Background: an optimization exercise with open tools, aiming at a short achievable clock period and few clock cycles. Do not read the settings as production practice. The RTL was checked by simulation tests, not by an equivalence proof against the original design. No activity file was given, so power comes from the tool's default toggle rates.

==> run a: inputs <==
Design qcore_top, start of the top module:
module qcore_top (
   input  logic                      clk_i,
   input  logic                      rst_ni,
   input  logic                      en_i,
   input  logic                      flag_i,
   input  logic [64-1:0] pmem_dt_i,
   input  logic [32-1:0]  dmem_r_dt_i,
   output logic [8-1:0] pmem_addr_o,
   output logic                      pmem_en_o,
   output logic                      dmem_we_o,
   output logic [8-1:0] dmem_addr_o,
   output logic [32-1:0]  dmem_w_dt_o
);
Settings: LEC_CHECK=0, CAP_MARGIN=20, CORE_MARGIN=2, CORE_UTILIZATION=40, SETUP_SLACK_MARGIN=3.0, SLEW_MARGIN=20; clock period 6.5 ns.
run.sh (not shown) runs the stock make flow with config.mk's settings and CLKGATE_MAP_FILE= SYNTH_SCRIPT=/design/flow/synth_recipe.tcl, a recipe that flattens the netlist after the stock synthesis.
==> run b (differences from run a) <==
--- a/flow/design.v
+++ b/flow/design.v
@@ -93,18 +93,32 @@
    logic        z_f, s_f;
    logic [31:0] rf_q [16];
    logic [NF-1:0] ft_v;
    logic [7:0]    ft_tag  [NF];
    logic [2:0]    ft_cond [NF];
    logic [7:0]    ft_tgt  [NF];
    logic [NF-1:0] ft_pf;        
+   logic [NF-1:0] ft_sub;
+   logic [3:0]    ft_rs   [NF];
+   logic [7:0]    ft_imm  [NF];
+   logic          pz_v;
+   logic [3:0]    pz_rs;
+   logic [7:0]    pz_imm;
+   logic [7:0]    pz_a;
    logic [2:0]    ft_ptr;
-   logic          pw_v, pw_br, pw_fwf;
+   logic          lq_v, lq_pf, lq_sub;
+   logic [3:0]    lq_rs;
+   logic [7:0]    lq_imm;
+   logic [7:0]    lq_tag, lq_tgt;
+   logic [2:0]    lq_cond;
+   logic          pw_v, pw_br, pw_fwf, pw_sub;
+   logic [3:0]    pw_rs;
+   logic [7:0]    pw_imm;
    logic [7:0]    pw_a;
-   logic          fh_q, fzs_q, fpu_q, fpf_q;
+   logic          fh_q, fzs_q, fzo_q, fpf_q;
    logic [2:0]    fc_q;
    logic [3:0]    fct_q;        
    logic [7:0]    fg_q;
    logic        x_v, x_go, hz_q, x_rw, x_mw, x_fwe, x_ld, x_mwf;
    logic        x_pt, x_fl, x_fpt;
    logic [3:0]  x_ct, x_tk, x_rdt;   
    logic [2:0]  x_fcond;
@@ -131,26 +145,47 @@
    assign w_dt    = w_ld ? (w_held ? w_hold : dmem_r_dt_i) : w_val;
    assign w_redir = |(zo_q & w_rt);
    assign w_raddr = |(zo_q & w_tk) ? w_ftgt : w_pc2;
    logic        cond_ok, x_taken, x_exec, x_wr, x_st, x_redir0, x_wfl;
    logic [7:0]  x_raddr;
    logic [31:0] a, b, res;
    logic        res_z;
+   logic [31:0] sum_ab, dif_ab;
+   function automatic logic [31:0] f_ks(input logic [31:0] x, input logic [31:0] y,
+                                        input logic ci);
+      logic [31:0] g, p, gn, pn;
+      g    = x & y;
+      p    = x ^ y;
+      g[0] = g[0] | (p[0] & ci);
+      for (int d = 1; d < 32; d = d * 2) begin
+         gn = g;
+         pn = p;
+         for (int i = d; i < 32; i++) begin
+            gn[i] = g[i] | (p[i] & g[i - d]);
+            pn[i] = p[i] & p[i - d];
+         end
+         g = gn;
+         p = pn;
+      end
+      f_ks = (x ^ y) ^ {g[30:0], ci};
+   endfunction
+   assign sum_ab = f_ks(a, b, 1'b0);
+   assign dif_ab = f_ks(a, ~b, 1'b1);
    assign cond_ok  = |(zo_q & x_ct);
    assign x_taken  = |(zo_q & x_tk);
    assign x_exec   = x_go & ~w_redir;
    assign x_wr     = x_exec & x_rw & cond_ok;
    assign x_st     = x_exec & x_mw & cond_ok;
    assign x_wfl    = x_wr & x_fwe & ~x_src[1];
    assign x_redir0 = x_go & |(zo_q & x_rdt);
    assign x_raddr  = x_taken ? x_tgt : x_fall;
    assign a = x_a;
    assign b = x_b;    
-   assign res = ({32{x_oh[0]}} & (a + b)) |
-                ({32{x_oh[1]}} & (a - b)) |
+   assign res = ({32{x_oh[0]}} & sum_ab) |
+                ({32{x_oh[1]}} & dif_ab) |
                 ({32{x_oh[2]}} & (a & b)) |
                 ({32{x_oh[3]}} & (a | b)) |
                 ({32{x_oh[4]}} & (a ^ b)) |
                 ({32{x_oh[5]}} & (a << b[4:0])) |
                 ({32{x_oh[6]}} & (a >> b[4:0])) |
                 ({32{x_oh[7]}} & b);
    assign res_z = ~(|(x_oh & {~(|b),
@@ -166,18 +201,24 @@
    assign dmem_w_dt_o = b;
    logic        adv, d_live, d_bimm, d_rw, d_mw, d_br, d_use0, d_use1, d_fwf, pt, hz_d;
    logic [2:0]  d_hdr, d_cond;
    logic [1:0]  d_src;
    logic [3:0]  d_rs0, d_rs1;
    logic [31:0] ra, rb, fa_v;
    logic [7:0]  ptrue, nfa_r, fa_m1, fa_p1, fa_p2, d_op;
+   logic        d_zeq, zfold;
+   logic [3:0]  zf_z, zf_tk;
    logic        fwd_a, fwd_b, f_have, d_fold, d_fold0, f_pt, f_late, learn;
    logic        n_ok, n_w, n_x, n_b, n_ft, n_f2, n_s;
+   logic [12:0] l_s2x;          
+   logic [31:0] pz_rd;
+   logic        pz_ok;
+   logic        fu_q, fx_q;
    logic [12:0] l_s1, l_s2, l_ft, l_br, l_x, l_w, l_r, l_n;   
-   assign adv    = en_i & ~hz_q;   
+   assign adv    = en_i & (~hz_q | w_redir);
    assign d_live = dv_q & ~x_redir0 & ~w_redir;
    assign d_hdr  = pmem_dt_i[56:54];
    assign d_cond = pmem_dt_i[53:51];
    assign d_src  = pmem_dt_i[45:44];
    assign d_rs0  = pmem_dt_i[39:36];
    assign d_rs1  = pmem_dt_i[35:32];
    assign d_rw   = (d_hdr == 3'd1);
@@ -192,33 +233,49 @@
    assign fa_m1 = fa_q - 8'd1;
    assign fa_p1 = fa_q + 8'd1;
    assign fa_p2 = fa_q + 8'd2;
    always_comb begin
       f_have = 1'b0;
       l_s1   = '0;
       l_s2   = '0;
+      l_s2x  = '0;
       l_ft   = '0;
       l_br   = '0;
       l_x    = '0;
       l_w    = '0;
       for (int i = 0; i < NF; i++) begin
          if (ft_v[i] && (ft_tag[i] == fa_m1))  f_have = 1'b1;
          if (ft_v[i] && (ft_tag[i] == fa_p1))  l_s1 = l_s1 | {1'b1, ft_pf[i], ft_cond[i], ft_tgt[i]};
-         if (ft_v[i] && (ft_tag[i] == fa_p2))  l_s2 = l_s2 | {1'b1, ft_pf[i], ft_cond[i], ft_tgt[i]};
+         if (ft_v[i] && (ft_tag[i] == fa_p2)) begin
+            l_s2  = l_s2 | {1'b1, ft_pf[i], ft_cond[i], ft_tgt[i]};
+            l_s2x = l_s2x | {ft_sub[i], ft_rs[i], ft_imm[i]};
+         end
          if (ft_v[i] && (ft_tag[i] == fg_q))   l_ft = l_ft | {1'b1, ft_pf[i], ft_cond[i], ft_tgt[i]};
          if (ft_v[i] && (ft_tag[i] == pmem_dt_i[7:0]))
                                                l_br = l_br | {1'b1, ft_pf[i], ft_cond[i], ft_tgt[i]};
          if (ft_v[i] && (ft_tag[i] == x_raddr)) l_x = l_x | {1'b1, ft_pf[i], ft_cond[i], ft_tgt[i]};
          if (ft_v[i] && (ft_tag[i] == w_raddr)) l_w = l_w | {1'b1, ft_pf[i], ft_cond[i], ft_tgt[i]};
       end
    end
    assign d_fold0 = dv_q & fh_q;
    assign d_fold  = d_fold0 & ~x_redir0 & ~w_redir;
    assign f_late  = fzs_q & fpf_q;
-   assign f_pt    = (fzs_q & (fpf_q | x_mwf)) ? fpu_q : |(zo_q & fct_q);
+   assign f_pt    = fu_q ? fx_q : |(zo_q & fct_q);
+   assign pz_rd  = (w_we && (w_rd == pz_rs)) ? w_dt : rf_q[pz_rs];
+   assign pz_ok  = pz_v & (fa_p1 == pz_a) & dv_q &
+                   ~(x_v & x_rw & (x_rd == pz_rs)) & ~(d_rw & (pmem_dt_i[43:40] == pz_rs));
+   assign d_zeq  = (ra == (d_src[0] ? pmem_dt_i[31:0] : rb));
+   assign zfold  = d_fold & f_late & fzo_q & d_rw & (pmem_dt_i[50:47] == 4'd1) &
+                   ~(x_wr & (x_rd == d_rs0)) & (d_src[0] | ~(x_wr & (x_rd == d_rs1)));
+   always_comb begin
+      for (int k = 0; k < 4; k++) begin
+         zf_z[k]  = f_cond(k[1], k[0], fl_q, d_cond) ? d_zeq : k[1];
+         zf_tk[k] = (fc_q == 3'd1) ? zf_z[k] : ~zf_z[k];
+      end
+   end
    assign learn = adv & d_live & d_br & ~f_have & pw_v & (pw_a == fa_m1) & ~pw_br;
    assign n_w  = w_redir;
    assign n_x  = ~w_redir & x_redir0;
    assign n_ok = ~w_redir & ~x_redir0;
    assign n_ft = n_ok & d_fold0 & f_pt;
    assign n_f2 = n_ok & d_fold0 & ~f_pt;
    assign n_s  = n_ok & ~d_fold0;
@@ -236,111 +293,141 @@
    assign fwd_b = x_wr & ~x_ld & (x_rd == d_rs1);
    assign fa_v  = fwd_a ? res : ra;
    always_comb begin
       d_op = '0;
       if (d_src == 2'd2) d_op[7] = 1'b1;   
       else if (!pmem_dt_i[50]) d_op[pmem_dt_i[49:47]] = 1'b1;
    end
-   assign hz_d = d_live & x_wr & x_ld &
-                 ((d_use0 & (x_rd == d_rs0)) | (d_use1 & (x_rd == d_rs1)));
+   assign hz_d = d_live & x_wr &
+                 ((x_ld & ((d_use0 & (x_rd == d_rs0)) | (d_use1 & (x_rd == d_rs1)))) |
+                  ((d_mw | (d_rw & (d_src == 2'd3))) & (x_rd == d_rs0)));
    always_ff @(posedge clk_i) begin
       fl_q <= flag_i;
       if (!rst_ni) begin
          fa_q   <= 8'hff;
          dv_q   <= 1'b0;
          x_v    <= 1'b0;
          x_go   <= 1'b0;
          hz_q   <= 1'b0;
          w_we   <= 1'b0;
          w_rt   <= '0;
          w_held <= 1'b0;
          zo_q   <= 4'b0001;
          ft_v   <= '0;
          ft_ptr <= '0;
+         lq_v   <= 1'b0;
          fh_q   <= 1'b0;
          pw_v   <= 1'b0;
+         pz_v   <= 1'b0;
       end else if (!en_i) begin
          if (w_we && w_ld && !w_held) w_held <= 1'b1;
       end else begin
          if (adv) begin
             fa_q <= n_b ? pmem_dt_i[7:0] : nfa_r;
             dv_q <= 1'b1;
             fh_q <= l_n[12];
             pw_v <= d_live;
+            pz_v <= l_s2x[12];
             x_v  <= d_live;
             x_go <= d_live & ~hz_d;
             hz_q <= hz_d;
          end else begin
             x_go <= x_v;
             hz_q <= 1'b0;
          end
          w_we   <= x_wr;
          for (int k = 0; k < 4; k++)
             w_rt[k] <= x_exec & x_fl & (f_cond(k[1], k[0], fl_q, x_fcond) != x_fpt);
          w_held <= 1'b0;
          if (x_wfl) begin
             for (int k = 0; k < 4; k++) zo_q[k] <= ({res_z, res[31]} == 2'(k));
          end
-         if (learn) begin
+         lq_v <= learn;
+         if (lq_v) begin
             ft_v[ft_ptr] <= 1'b1;
             ft_ptr       <= ft_ptr + 3'd1;
          end
       end
    end
    always_ff @(posedge clk_i) begin
       if (en_i && learn) begin
-         ft_pf[ft_ptr]   <= pw_fwf;
-         ft_tag[ft_ptr]  <= fa_m1;
-         ft_cond[ft_ptr] <= d_cond;
-         ft_tgt[ft_ptr]  <= pmem_dt_i[7:0];
+         lq_pf   <= pw_fwf;
+         lq_sub  <= pw_sub;
+         lq_rs   <= pw_rs;
+         lq_imm  <= pw_imm;
+         lq_tag  <= fa_m1;
+         lq_cond <= d_cond;
+         lq_tgt  <= pmem_dt_i[7:0];
+      end
+      if (en_i && lq_v) begin
+         ft_pf[ft_ptr]   <= lq_pf;
+         ft_sub[ft_ptr]  <= lq_sub;
+         ft_rs[ft_ptr]   <= lq_rs;
+         ft_imm[ft_ptr]  <= lq_imm;
+         ft_tag[ft_ptr]  <= lq_tag;
+         ft_cond[ft_ptr] <= lq_cond;
+         ft_tgt[ft_ptr]  <= lq_tgt;
       end
    end
    always_ff @(posedge clk_i) begin
       if (!en_i && w_we && w_ld && !w_held) w_hold <= dmem_r_dt_i;
    end
    always_ff @(posedge clk_i) begin
       if (en_i) begin
          if (adv) begin
             x_rw    <= d_rw;
             x_mw    <= d_mw;
             x_ld    <= d_src == 2'd3;
             x_mwf   <= d_live & d_fwf;
             x_ct    <= f_tab(fl_q, d_cond);
-            x_tk    <= d_br ? f_tab(fl_q, d_cond) : fct_q;
-            for (int k = 0; k < 4; k++)
+            for (int k = 0; k < 4; k++) begin
+               x_tk[k]  <= d_br ? f_cond(k[1], k[0], fl_q, d_cond) : zfold ? zf_tk[k] : fct_q[k];
                x_rdt[k] <= d_br ? (f_cond(k[1], k[0], fl_q, d_cond) != pt) :
+                           zfold ? (zf_tk[k] != f_pt) :
                                   (d_fold & ~f_late & (fct_q[k] != f_pt));
+            end
             x_pt    <= d_br ? pt : f_pt;
             x_tgt   <= d_br ? pmem_dt_i[7:0] : fg_q;
             x_fall  <= d_br ? fa_p1 : fa_p2;
-            x_fl    <= d_fold & f_late;
+            x_fl    <= d_fold & f_late & ~zfold;
             x_fpt   <= f_pt;
             x_fcond <= fc_q;
             x_ftgt  <= fg_q;
             x_pc2   <= fa_p2;
             x_oh    <= d_op;
             x_fwe   <= pmem_dt_i[46];
             x_src   <= d_src;
             x_rd    <= pmem_dt_i[43:40];
             x_rs0   <= d_rs0;
             x_rs1   <= d_rs1;
             x_imm   <= pmem_dt_i[31:0];
             x_a     <= fa_v;
-            x_dad   <= fa_v[7:0] + pmem_dt_i[7:0];
+            x_dad   <= ra[7:0] + pmem_dt_i[7:0];
             x_b     <= d_bimm ? pmem_dt_i[31:0] : fwd_b ? res : rb;
             x_bimm  <= d_bimm;
             pw_a    <= fa_q;
             pw_br   <= d_br;
             pw_fwf  <= d_fwf;
+            pw_sub  <= d_rw & (d_cond == 3'd0) & (pmem_dt_i[50:46] == 5'b00011) & (d_src == 2'd1) &
+                       (pmem_dt_i[31:8] == 24'd0);
+            pw_rs   <= d_rs0;
+            pw_imm  <= pmem_dt_i[7:0];
+            pz_rs   <= l_s2x[11:8];
+            pz_imm  <= l_s2x[7:0];
+            pz_a    <= fa_p2;
             fpf_q   <= l_n[11];
             fc_q    <= l_n[10:8];
             fct_q   <= f_tab(fl_q, l_n[10:8]);
             fg_q    <= l_n[7:0];
             fzs_q   <= f_tests_zs(l_n[10:8]);
-            fpu_q   <= (l_n[10:8] == 3'd3) | (l_n[10:8] == 3'd4);
+            fzo_q   <= (l_n[10:8] == 3'd1) | (l_n[10:8] == 3'd3);   
+            fu_q    <= f_tests_zs(l_n[10:8]) & (l_n[11] | (d_live & d_fwf));
+            fx_q    <= (pz_ok & n_s & ((l_n[10:8] == 3'd1) | (l_n[10:8] == 3'd3))) ?
+                       ((l_n[10:8] == 3'd1) == (pz_rd == {24'd0, pz_imm})) :
+                       ((l_n[10:8] == 3'd3) | (l_n[10:8] == 3'd4));
          end else begin
             if (w_we && (w_rd == x_rs0)) begin
                x_a   <= w_dt;
                x_dad <= w_dt[7:0] + x_imm[7:0];
             end
             if (w_we && (w_rd == x_rs1) && !x_bimm) x_b <= w_dt;
          end
==> flow/config.mk (replaced) <==
export PLATFORM = sky130hd
export DESIGN_NAME = qcore_top
export DESIGN_NICKNAME = qcore_top
export VERILOG_FILES = /design/flow/design.v
export SDC_FILE = /design/flow/constraint.sdc
export NUM_CORES = 4
export LEC_CHECK = 0
export CAP_MARGIN = 20
export CORE_MARGIN = 2
export CORE_UTILIZATION = 30
export SETUP_SLACK_MARGIN = 3.0
export SLEW_MARGIN = 20
==> run c (differences from run a) <==
--- a/flow/design.v
+++ b/flow/design.v
@@ -96,15 +96,15 @@
    logic [7:0]    ft_tag  [NF];
    logic [2:0]    ft_cond [NF];
    logic [7:0]    ft_tgt  [NF];
    logic [NF-1:0] ft_pf;        
    logic [2:0]    ft_ptr;
    logic          pw_v, pw_br, pw_fwf;
    logic [7:0]    pw_a;
-   logic          fh_q, fzs_q, fpu_q, fpf_q;
+   logic          fh_q, fzs_q, fzo_q, fpu_q, fpf_q;
    logic [2:0]    fc_q;
    logic [3:0]    fct_q;        
    logic [7:0]    fg_q;
    logic        x_v, x_go, hz_q, x_rw, x_mw, x_fwe, x_ld, x_mwf;
    logic        x_pt, x_fl, x_fpt;
    logic [3:0]  x_ct, x_tk, x_rdt;   
    logic [2:0]  x_fcond;
@@ -166,18 +166,20 @@
    assign dmem_w_dt_o = b;
    logic        adv, d_live, d_bimm, d_rw, d_mw, d_br, d_use0, d_use1, d_fwf, pt, hz_d;
    logic [2:0]  d_hdr, d_cond;
    logic [1:0]  d_src;
    logic [3:0]  d_rs0, d_rs1;
    logic [31:0] ra, rb, fa_v;
    logic [7:0]  ptrue, nfa_r, fa_m1, fa_p1, fa_p2, d_op;
+   logic        d_zeq, zfold;
+   logic [3:0]  zf_z, zf_tk;
    logic        fwd_a, fwd_b, f_have, d_fold, d_fold0, f_pt, f_late, learn;
    logic        n_ok, n_w, n_x, n_b, n_ft, n_f2, n_s;
    logic [12:0] l_s1, l_s2, l_ft, l_br, l_x, l_w, l_r, l_n;   
-   assign adv    = en_i & ~hz_q;   
+   assign adv    = en_i & (~hz_q | w_redir);
    assign d_live = dv_q & ~x_redir0 & ~w_redir;
    assign d_hdr  = pmem_dt_i[56:54];
    assign d_cond = pmem_dt_i[53:51];
    assign d_src  = pmem_dt_i[45:44];
    assign d_rs0  = pmem_dt_i[39:36];
    assign d_rs1  = pmem_dt_i[35:32];
    assign d_rw   = (d_hdr == 3'd1);
@@ -211,14 +213,23 @@
          if (ft_v[i] && (ft_tag[i] == w_raddr)) l_w = l_w | {1'b1, ft_pf[i], ft_cond[i], ft_tgt[i]};
       end
    end
    assign d_fold0 = dv_q & fh_q;
    assign d_fold  = d_fold0 & ~x_redir0 & ~w_redir;
    assign f_late  = fzs_q & fpf_q;
    assign f_pt    = (fzs_q & (fpf_q | x_mwf)) ? fpu_q : |(zo_q & fct_q);
+   assign d_zeq  = (ra == (d_src[0] ? pmem_dt_i[31:0] : rb));
+   assign zfold  = d_fold & f_late & fzo_q & d_rw & (pmem_dt_i[50:47] == 4'd1) &
+                   ~(x_wr & (x_rd == d_rs0)) & (d_src[0] | ~(x_wr & (x_rd == d_rs1)));
+   always_comb begin
+      for (int k = 0; k < 4; k++) begin
+         zf_z[k]  = f_cond(k[1], k[0], fl_q, d_cond) ? d_zeq : k[1];
+         zf_tk[k] = (fc_q == 3'd1) ? zf_z[k] : ~zf_z[k];
+      end
+   end
    assign learn = adv & d_live & d_br & ~f_have & pw_v & (pw_a == fa_m1) & ~pw_br;
    assign n_w  = w_redir;
    assign n_x  = ~w_redir & x_redir0;
    assign n_ok = ~w_redir & ~x_redir0;
    assign n_ft = n_ok & d_fold0 & f_pt;
    assign n_f2 = n_ok & d_fold0 & ~f_pt;
    assign n_s  = n_ok & ~d_fold0;
@@ -236,16 +247,17 @@
    assign fwd_b = x_wr & ~x_ld & (x_rd == d_rs1);
    assign fa_v  = fwd_a ? res : ra;
    always_comb begin
       d_op = '0;
       if (d_src == 2'd2) d_op[7] = 1'b1;   
       else if (!pmem_dt_i[50]) d_op[pmem_dt_i[49:47]] = 1'b1;
    end
-   assign hz_d = d_live & x_wr & x_ld &
-                 ((d_use0 & (x_rd == d_rs0)) | (d_use1 & (x_rd == d_rs1)));
+   assign hz_d = d_live & x_wr &
+                 ((x_ld & ((d_use0 & (x_rd == d_rs0)) | (d_use1 & (x_rd == d_rs1)))) |
+                  ((d_mw | (d_rw & (d_src == 2'd3))) & (x_rd == d_rs0)));
    always_ff @(posedge clk_i) begin
       fl_q <= flag_i;
       if (!rst_ni) begin
          fa_q   <= 8'hff;
          dv_q   <= 1'b0;
          x_v    <= 1'b0;
          x_go   <= 1'b0;
@@ -301,45 +313,48 @@
       if (en_i) begin
          if (adv) begin
             x_rw    <= d_rw;
             x_mw    <= d_mw;
             x_ld    <= d_src == 2'd3;
             x_mwf   <= d_live & d_fwf;
             x_ct    <= f_tab(fl_q, d_cond);
-            x_tk    <= d_br ? f_tab(fl_q, d_cond) : fct_q;
-            for (int k = 0; k < 4; k++)
+            for (int k = 0; k < 4; k++) begin
+               x_tk[k]  <= d_br ? f_cond(k[1], k[0], fl_q, d_cond) : zfold ? zf_tk[k] : fct_q[k];
                x_rdt[k] <= d_br ? (f_cond(k[1], k[0], fl_q, d_cond) != pt) :
+                           zfold ? (zf_tk[k] != f_pt) :
                                   (d_fold & ~f_late & (fct_q[k] != f_pt));
+            end
             x_pt    <= d_br ? pt : f_pt;
             x_tgt   <= d_br ? pmem_dt_i[7:0] : fg_q;
             x_fall  <= d_br ? fa_p1 : fa_p2;
-            x_fl    <= d_fold & f_late;
+            x_fl    <= d_fold & f_late & ~zfold;
             x_fpt   <= f_pt;
             x_fcond <= fc_q;
             x_ftgt  <= fg_q;
             x_pc2   <= fa_p2;
             x_oh    <= d_op;
             x_fwe   <= pmem_dt_i[46];
             x_src   <= d_src;
             x_rd    <= pmem_dt_i[43:40];
             x_rs0   <= d_rs0;
             x_rs1   <= d_rs1;
             x_imm   <= pmem_dt_i[31:0];
             x_a     <= fa_v;
-            x_dad   <= fa_v[7:0] + pmem_dt_i[7:0];
+            x_dad   <= ra[7:0] + pmem_dt_i[7:0];
             x_b     <= d_bimm ? pmem_dt_i[31:0] : fwd_b ? res : rb;
             x_bimm  <= d_bimm;
             pw_a    <= fa_q;
             pw_br   <= d_br;
             pw_fwf  <= d_fwf;
             fpf_q   <= l_n[11];
             fc_q    <= l_n[10:8];
             fct_q   <= f_tab(fl_q, l_n[10:8]);
             fg_q    <= l_n[7:0];
             fzs_q   <= f_tests_zs(l_n[10:8]);
+            fzo_q   <= (l_n[10:8] == 3'd1) | (l_n[10:8] == 3'd3);   
             fpu_q   <= (l_n[10:8] == 3'd3) | (l_n[10:8] == 3'd4);
          end else begin
             if (w_we && (w_rd == x_rs0)) begin
                x_a   <= w_dt;
                x_dad <= w_dt[7:0] + x_imm[7:0];
             end
             if (w_we && (w_rd == x_rs1) && !x_bimm) x_b <= w_dt;
==> flow/config.mk (replaced) <==
export PLATFORM = sky130hd
export DESIGN_NAME = qcore_top
export DESIGN_NICKNAME = qcore_top
export VERILOG_FILES = /design/flow/design.v
export SDC_FILE = /design/flow/constraint.sdc
export NUM_CORES = 4
export LEC_CHECK = 0
export CAP_MARGIN = 20
export CORE_MARGIN = 2
export CORE_UTILIZATION = 30
export SETUP_SLACK_MARGIN = 3.0
export SLEW_MARGIN = 20
==> results.yml <==
worst_setup_path:
  path_depth: 16
  r2r_slack_ps: 2020
  critical_path.max_stage_delay_ps: 570
status:
  status: "finished clean"
power:
  powerClk_uw: 8340
  clkPwrFrac_pct: 37.6
global_routing:
  grt_use_met2_pct: 56.5
clocking:
  insertion_delay_ps: 860
yosys:
  yosys-top-cells-count: "nand2_1 (1521), a21oi_1 (871), clkbuf_1 (614), edfxtp_1 (584), dfxtp_1 (549)"
The numbers above come from run b.

==> results.yml <==
power:
  clkPwrFrac_pct: 36.4
  powerClk_uw: 6440
worst_setup_path:
  path_depth: 19
  critical_path.max_stage_delay_ps: 330
  r2r_slack_ps: 2180
cells_and_area:
  final_cell_mix: "nand2_1 (1396), a21oi_1 (809), buf_4 (674), dfxtp_1 (537), a22oi_1 (456)"
status:
  status: "finished clean"
The numbers above come from run a.

==> results.yml <==
worst_setup_path:
  crit_type: "input port to primary output"
  path_depth: 10
  critical_path.max_stage_delay_ps: 430
  r2r_slack_ps: 2240
status:
  status: "finished clean"
yosys:
  synth_warnings: 2
cells_and_area:
  n_all_buffers: 1234
global_routing:
  grt_use_met2_pct: 47.2
power:
  clkPwrFrac_pct: 36.4
  powerClk_uw: 6960
The numbers above come from run c.

Testbench counts of run a, summed over its fixed seeds: cycles 66,156.
Testbench counts of run b, summed over its fixed seeds: cycles 62,124.
Testbench counts of run c, summed over its fixed seeds: cycles 64,005.

-- re-timing with driven ports --
Ports are ideal in the flow. The routed layouts listed here were re-timed in OpenROAD. Step 1 (the two cells are an assumption about what drives the block):
set clk [get_ports {clk_i}]
set_driving_cell -lib_cell sky130_fd_sc_hd__clkbuf_16 $clk
set_driving_cell -lib_cell sky130_fd_sc_hd__buf_2 [delete_from_list [all_inputs] $clk]
Step 2 also shifts input and output timing later by t, the mid clock arrival at the registers, as if the neighbouring blocks saw the same clock. Three values: no drivers, after step 1, after step 2; two values: the first two.
run	shift t [ns]	setup slack, ns	worst register clock-pin slew, ns
run a	0.852	2.174 / 2.184 / 1.390	0.07 / 0.07
run b	0.942	2.019 / 1.926 / 0.985	0.07 / 0.07
run c	0.900	2.046 / 1.897 / 0.997	0.07 / 0.07
After both steps setup and hold are still met in every run listed. For run c, which loses most, drivers alone change the setup slack by -0.149 ns; drivers and shift together by -1.049 ns.
